Context: an optimization exercise on an open-source flow, tuned for small area. The choices shown serve that exercise and are no tape-out recipe. The RTL was checked by simulation tests, not by an equivalence proof against the original design. Power figures rest on the tool's default switching activity, not on a simulated workload.

==> inputs of run F <==
## rgb_led_fade_blink_driver_core
module rgb_led_fade_blink_driver_core #(
  parameter int TICK_BITS = 16,
  parameter int STEP_BITS = 8
) (
  input  logic        clk,
  input  logic        rst_n,
  input  logic        cfg_we,
  input  logic        cfg_wdata,
  input  logic        in_tvalid,
  output logic        in_tready,
  input  logic [71:0] in_tdata,
  input  logic [2:0]  in_tuser,
  output logic        out_tvalid,
  input  logic        out_tready,
  output logic [23:0] out_tdata,
  output logic [1:0]  out_tuser
);
Settings: LEC_CHECK=0, ABC_AREA=1, CAP_MARGIN=20, CORE_MARGIN=2, CORE_UTILIZATION=65, PLACE_DENSITY=0.8, SLEW_MARGIN=20; clock period 10.0 ns.
standard.sh (not shown) runs the stock make flow with config.mk's settings and CLKGATE_MAP_FILE= SYNTH_SCRIPT=/design/flow/synth_recipe.tcl, a recipe that flattens the netlist after the stock synthesis.
==> flow/flow/run.sh <==
#!/bin/bash
# Layout with the standard ORFS flow (standard.sh) and these changes:
#  - synthesis: synth_recipe.tcl unchanged, but ABC maps with an area script
#    (flow/area.script; see flow/my_synth.tcl)
#  - ports are buffered with sky130_fd_sc_hd__buf_1 instead of the default cell
#  - CTS inserts no dummy balancing loads
# Each tool's output goes to standard.log; ORFS's own per-step logs are under orfs/logs.
set -e
here=$(pwd)
export FLOW_SYNTH_TCL=$here/synth_recipe.tcl
export MY_ABC_SCRIPT=$here/flow/area.script
bash standard.sh \
  "SYNTH_SCRIPT=$here/flow/my_synth.tcl" \
  'BUFFER_PORTS_ARGS=-buffer_cell sky130_fd_sc_hd__buf_1' \
  'CTS_ARGS=-sink_clustering_enable -repair_clock_nets -dont_use_dummy_load -sink_clustering_size 30 -root_buf sky130_fd_sc_hd__clkbuf_8 -buf_list {sky130_fd_sc_hd__clkbuf_4}' \
  finish > standard.log 2>&1
==> flow/flow/area.script <==
strash
dch -f
amap
mfs2
strash
dch -f
amap
topo
stime -c
==> flow/flow/my_synth.tcl <==
# The standard synthesis (synth_recipe.tcl, sourced unchanged) with one
# change: ABC maps the logic with the area-oriented script named in
# MY_ABC_SCRIPT instead of ORFS's abc_area.script. Registers are mapped by
# dfflibmap before ABC runs, so they are the same as in the standard synthesis.
proc abc {args} {
  set i [lsearch $args -script]
  if {$i >= 0} {
    lset args [expr {$i + 1}] $::env(MY_ABC_SCRIPT)
  }
  yosys abc {*}$args
}
source $::env(FLOW_SYNTH_TCL)
==> run H (differences from run F) <==
--- a/flow/design.v
+++ b/flow/design.v
@@ -38,27 +38,27 @@
   output logic        out_tvalid,
   input  logic        out_tready,
   output logic [23:0] out_tdata,
   output logic [1:0]  out_tuser
 );
   localparam logic [3:0] S_IDLE = 4'd0;
-  localparam logic [3:0] S_CLR  = 4'd1;    
-  localparam logic [3:0] S_FLIP = 4'd2;    
-  localparam logic [3:0] S_DZ   = 4'd3;    
-  localparam logic [3:0] S_DC   = 4'd4;    
-  localparam logic [3:0] S_DEC  = 4'd5;    
-  localparam logic [3:0] S_FDIV = 4'd6;    
-  localparam logic [3:0] S_LMUL = 4'd7;    
-  localparam logic [3:0] S_LDIV = 4'd8;    
-  localparam logic [3:0] S_CMUL = 4'd9;    
-  localparam logic [3:0] S_CDIV = 4'd10;   
-  localparam logic [3:0] S_FD2  = 4'd11;
-  localparam logic [3:0] S_FD3  = 4'd12;
-  localparam logic [3:0] S_BL2  = 4'd13;
-  localparam logic [3:0] S_BL3  = 4'd14;
-  localparam logic [3:0] S_FIN  = 4'd15;
+  localparam logic [3:0] S_CLR  = 4'd6;    
+  localparam logic [3:0] S_FLIP = 4'd7;    
+  localparam logic [3:0] S_DZ   = 4'd8;    
+  localparam logic [3:0] S_DC   = 4'd9;    
+  localparam logic [3:0] S_DEC  = 4'd10;    
+  localparam logic [3:0] S_FDIV = 4'd11;    
+  localparam logic [3:0] S_LMUL = 4'd12;    
+  localparam logic [3:0] S_LDIV = 4'd14;    
+  localparam logic [3:0] S_CMUL = 4'd13;    
+  localparam logic [3:0] S_CDIV = 4'd15;   
+  localparam logic [3:0] S_FD2  = 4'd2;
+  localparam logic [3:0] S_FD3  = 4'd3;
+  localparam logic [3:0] S_BL2  = 4'd4;
+  localparam logic [3:0] S_BL3  = 4'd5;
+  localparam logic [3:0] S_FIN  = 4'd1;
   localparam logic [2:0] M_IDLE = 3'b000;
   localparam logic [2:0] M_BON  = 3'b100;
   localparam logic [2:0] M_BOFF = 3'b101;
   logic [3:0]  st, st_n;
   logic [2:0]  cnt;
   logic [1:0]  ch, ch_n;
@@ -99,16 +99,13 @@
   logic [7:0]  rx;
   logic [7:0]  ag;
   logic [8:0]  ac;
   logic [8:0]  s;
   logic [7:0]  d_op;
   logic        zin;
-  logic [8:0]  t;
-  logic [8:0]  nd;
-  logic [9:0]  sc;
-  logic [8:0]  tdiff;
+  logic        dv;
   logic        ge;
   logic [7:0]  rdiv;
   logic [15:0] sh_val;
   logic [15:0] div_val;
   logic [15:0] eld_val;
   logic        idx_init;
@@ -142,13 +139,13 @@
   assign s_cdiv = (st == S_CDIV);
   assign s_fd2  = (st == S_FD2);
   assign s_fd3  = (st == S_FD3);
   assign s_bl2  = (st == S_BL2);
   assign s_bl3  = (st == S_BL3);
   assign s_fin  = (st == S_FIN);
-  assign multi  = (st != S_IDLE) && (st <= S_CDIV);
+  assign multi  = st[3] || s_clr || s_flip;
   assign disp       = s_idle && (pol == inv) && in_tvalid && !ovalid;
   assign d_tick     = disp && (cmd == rlfb_pkg::CMD_TICK);
   assign d_nop      = disp && (cmd == rlfb_pkg::CMD_NOP);
   assign d_rej      = disp && busy && (cmd != rlfb_pkg::CMD_TICK) && (cmd != rlfb_pkg::CMD_NOP);
   assign d_dec      = d_tick && busy && !cd_is1;
   assign d_step     = d_tick && cd_is1 && mode[1];
@@ -159,30 +156,25 @@
   assign d_dz       = disp && !busy && (cmd == rlfb_pkg::CMD_INTENSITY ||
                                         cmd == rlfb_pkg::CMD_OFF);
   assign r       = cd[15:8];
   assign z       = cd[7:0];
   assign a_op    = (s_lmul || s_idle) ? idx : base[23:16];
   assign rx      = r | {8{s_idle && mode[0]}};
-  assign ag      = (z[0] && (s_lmul || s_cmul || s_idle)) ? a_op : 8'd0;
-  assign ac[0]   = s_idle && !mode[0];
+  assign dv      = s_fdiv || s_ldiv || s_cdiv;
+  assign ag      = dv ? {1'b1, ~d_op[7:1]} :
+                   ((z[0] && (s_lmul || s_cmul || s_idle)) ? a_op : 8'd0);
+  assign ac[0]   = dv ? !(d_op[0] && !zin) : (s_idle && !mode[0]);
   for (genvar i = 0; i < 8; i++) begin : g_add
     assign s[i]    = rx[i] ^ ag[i] ^ ac[i];
     assign ac[i+1] = (rx[i] & ag[i]) | (rx[i] & ac[i]) | (ag[i] & ac[i]);
   end
   assign s[8]    = ac[8];
   assign d_op    = (s_fdiv || s_ldiv) ? tot : (cmd[1] ? 8'd100 : 8'd255);
   assign zin     = s_fdiv ? dur_t[4'd15 - pos[3:0]] : z[7];
-  assign t       = {r, zin};
-  assign nd      = {1'b1, ~d_op};
-  assign sc[0]   = 1'b1;
-  for (genvar i = 0; i < 9; i++) begin : g_sub
-    assign tdiff[i] = t[i] ^ nd[i] ^ sc[i];
-    assign sc[i+1]  = (t[i] & nd[i]) | (t[i] & sc[i]) | (nd[i] & sc[i]);
-  end
-  assign ge      = sc[9];
-  assign rdiv    = ge ? tdiff[7:0] : t[7:0];
+  assign ge      = s[8];
+  assign rdiv    = ge ? {s[6:0], zin ^ d_op[0]} : {r[6:0], zin};
   assign sh_val  = {s_dec ? (cd[0] ^ bw) : s[8], s[7:0], cd[7:1]};
   assign div_val = {rdiv & {8{!clr_r}}, z[6:0], ge};
   assign eld_val = {8'd0, fade ? 8'hff : p_c};
   always_comb begin
     if (s_dec || s_fdiv) grp_end = last && ch[0];
     else                 grp_end = last && (ch == 2'd2) &&
--- a/flow/flow/run.sh
+++ b/flow/flow/run.sh
@@ -1,12 +1,13 @@
 #!/bin/bash
 # Layout with the standard ORFS flow (standard.sh) and these changes:
 #  - synthesis: synth_recipe.tcl unchanged, but ABC maps with an area script
 #    (flow/area.script; see flow/my_synth.tcl)
 #  - ports are buffered with sky130_fd_sc_hd__buf_1 instead of the default cell
-#  - CTS inserts no dummy balancing loads
+#  - CTS inserts no dummy balancing loads, and uses clkbuf_4 leaf buffers under a
+#    clkbuf_8 root instead of clkbuf_8 throughout
 # Each tool's output goes to standard.log; ORFS's own per-step logs are under orfs/logs.
 set -e
 here=$(pwd)
 export FLOW_SYNTH_TCL=$here/synth_recipe.tcl
 export MY_ABC_SCRIPT=$here/flow/area.script
 bash standard.sh \
CORE_UTILIZATION = 40   (was 65)
CTS_BUF_LIST = sky130_fd_sc_hd__clkbuf_2 sky130_fd_sc_hd__clkbuf_4 sky130_fd_sc_hd__clkbuf_8   (was unset)
CTS_CLUSTER_SIZE = 30   (was unset)
PLACE_DENSITY = unset   (was 0.8)
==> run P (differences from run F) <==
--- a/flow/design.v
+++ b/flow/design.v
@@ -38,27 +38,27 @@
   output logic        out_tvalid,
   input  logic        out_tready,
   output logic [23:0] out_tdata,
   output logic [1:0]  out_tuser
 );
   localparam logic [3:0] S_IDLE = 4'd0;
-  localparam logic [3:0] S_CLR  = 4'd1;    
-  localparam logic [3:0] S_FLIP = 4'd2;    
-  localparam logic [3:0] S_DZ   = 4'd3;    
-  localparam logic [3:0] S_DC   = 4'd4;    
-  localparam logic [3:0] S_DEC  = 4'd5;    
-  localparam logic [3:0] S_FDIV = 4'd6;    
-  localparam logic [3:0] S_LMUL = 4'd7;    
-  localparam logic [3:0] S_LDIV = 4'd8;    
-  localparam logic [3:0] S_CMUL = 4'd9;    
-  localparam logic [3:0] S_CDIV = 4'd10;   
-  localparam logic [3:0] S_FD2  = 4'd11;
-  localparam logic [3:0] S_FD3  = 4'd12;
-  localparam logic [3:0] S_BL2  = 4'd13;
-  localparam logic [3:0] S_BL3  = 4'd14;
-  localparam logic [3:0] S_FIN  = 4'd15;
+  localparam logic [3:0] S_CLR  = 4'd6;    
+  localparam logic [3:0] S_FLIP = 4'd7;    
+  localparam logic [3:0] S_DZ   = 4'd8;    
+  localparam logic [3:0] S_DC   = 4'd9;    
+  localparam logic [3:0] S_DEC  = 4'd10;    
+  localparam logic [3:0] S_FDIV = 4'd11;    
+  localparam logic [3:0] S_LMUL = 4'd12;    
+  localparam logic [3:0] S_LDIV = 4'd14;    
+  localparam logic [3:0] S_CMUL = 4'd13;    
+  localparam logic [3:0] S_CDIV = 4'd15;   
+  localparam logic [3:0] S_FD2  = 4'd2;
+  localparam logic [3:0] S_FD3  = 4'd3;
+  localparam logic [3:0] S_BL2  = 4'd4;
+  localparam logic [3:0] S_BL3  = 4'd5;
+  localparam logic [3:0] S_FIN  = 4'd1;
   localparam logic [2:0] M_IDLE = 3'b000;
   localparam logic [2:0] M_BON  = 3'b100;
   localparam logic [2:0] M_BOFF = 3'b101;
   logic [3:0]  st, st_n;
   logic [2:0]  cnt;
   logic [1:0]  ch, ch_n;
@@ -142,13 +142,13 @@
   assign s_cdiv = (st == S_CDIV);
   assign s_fd2  = (st == S_FD2);
   assign s_fd3  = (st == S_FD3);
   assign s_bl2  = (st == S_BL2);
   assign s_bl3  = (st == S_BL3);
   assign s_fin  = (st == S_FIN);
-  assign multi  = (st != S_IDLE) && (st <= S_CDIV);
+  assign multi  = st[3] || s_clr || s_flip;
   assign disp       = s_idle && (pol == inv) && in_tvalid && !ovalid;
   assign d_tick     = disp && (cmd == rlfb_pkg::CMD_TICK);
   assign d_nop      = disp && (cmd == rlfb_pkg::CMD_NOP);
   assign d_rej      = disp && busy && (cmd != rlfb_pkg::CMD_TICK) && (cmd != rlfb_pkg::CMD_NOP);
   assign d_dec      = d_tick && busy && !cd_is1;
   assign d_step     = d_tick && cd_is1 && mode[1];
CAP_MARGIN = 0   (was 20)
CORE_UTILIZATION = 40   (was 65)
PLACE_DENSITY = unset   (was 0.8)
SLEW_MARGIN = 0   (was 20)
==> run M (differences from run F) <==
CORE_UTILIZATION = 40   (was 65)
CTS_BUF_LIST = sky130_fd_sc_hd__clkbuf_2 sky130_fd_sc_hd__clkbuf_4 sky130_fd_sc_hd__clkbuf_8   (was unset)
CTS_CLUSTER_SIZE = 30   (was unset)
PLACE_DENSITY = unset   (was 0.8)
==> run summary <==
quantity                                                                      run H         run P         run F         run M
Result of the run                                          timing/DRC/antenna clean  timing/DRC/antenna clean  timing/DRC/antenna clean  timing/DRC/antenna clean
Initial core utilization                                                      40.6%         41.0%         67.0%         41.3%
Hold EP                                                                     base[4]      base[10]       base[6]      base[14]
Maximum clock frequency                                                     132 MHz       143 MHz       145 MHz       143 MHz
Slew at the pin with the worst max-slew slack                               1.01 ns       1.07 ns       1.15 ns      0.963 ns
First-pass DRT Iterations                                                         5             9            10             7
Die boundary height                                                     119 microns   121 microns  96.1 microns   121 microns
Via-per-instance ratio                                                         5.64          5.76          6.57          5.76
Internal                                                                 0.000998 W    0.000994 W    0.000985 W    0.000986 W
Final worst slack                                                           2.42 ns       3.02 ns       3.11 ns       3.02 ns
Final #Nets                                                                     746           733           748           749
Reg2reg start                                                                cnt[1]         st[0]         st[0]         st[0]
Power density over the cells                                            277 mW/mm^2   267 mW/mm^2   264 mW/mm^2   258 mW/mm^2
Latest clock arrival within the worst-skew pair                             0.41 ns       0.43 ns       0.41 ns       0.42 ns
Sequential Power Share                                                        45.0%         46.8%         49.2%         49.1%
Fraction of synthesized cell area taken by the top area cell type             41.1%         40.2%         39.8%         39.8%
Fraction of the mapped netlist area in compound gates                         21.9%         21.9%         21.9%         21.9%
Count of buffering cells on the critical path with inverters included             3             4             6             6
Simple logic cell fraction of the synthesized area                            12.6%         11.9%         11.9%         11.9%
Maximum number of pins on one net before global-route repair                     25            26            26            26
Total power after layout                                                  0.00170 W     0.00166 W     0.00164 W     0.00163 W
Relative contribution of combinational cells to total power                   42.1%         39.3%         37.0%         37.0%
Row Count                                                                        42            42            33            42
Wirelength per Cell                                                    17.1 microns  18.2 microns  19.4 microns  17.7 microns
Crit path to                                                                  cd[8]        cd[14]      drive[0]      drive[0]

==> what the ideal ports hide <==
Ports are ideal in the flow. The routed layouts listed here were re-timed in OpenROAD. Step 1 (the two cells are an assumption about what drives the block):
set clk [get_ports {clk}]
set_driving_cell -lib_cell sky130_fd_sc_hd__clkbuf_16 $clk
set_driving_cell -lib_cell sky130_fd_sc_hd__buf_2 [delete_from_list [all_inputs] $clk]
Step 2 moves the port delays by t, midway between the first and last clock arrival at a register: inputs arrive t later, outputs are due t later. That takes back most of the time a late clock gives input paths. a / b / c = ideal ports / drivers / drivers and shift; a / b = the first two.
run | t, ns | slack for setup (ns) | worst slew at a driven data input, ns
run F | 0.428 | 3.105 / 3.118 / 2.690 | 0.04
run H | 0.429 | 2.424 / 2.437 / 2.008 | 0.04
run P | 0.447 | 3.017 / 3.017 / 2.587 | 0.04
run M | 0.436 | 3.024 / 3.031 / 2.595 | 0.04
After both steps every run listed still meets setup and hold. The setup slack of run P, which loses most, moves by 0.000 ns with the drivers and by -0.430 ns with both steps.
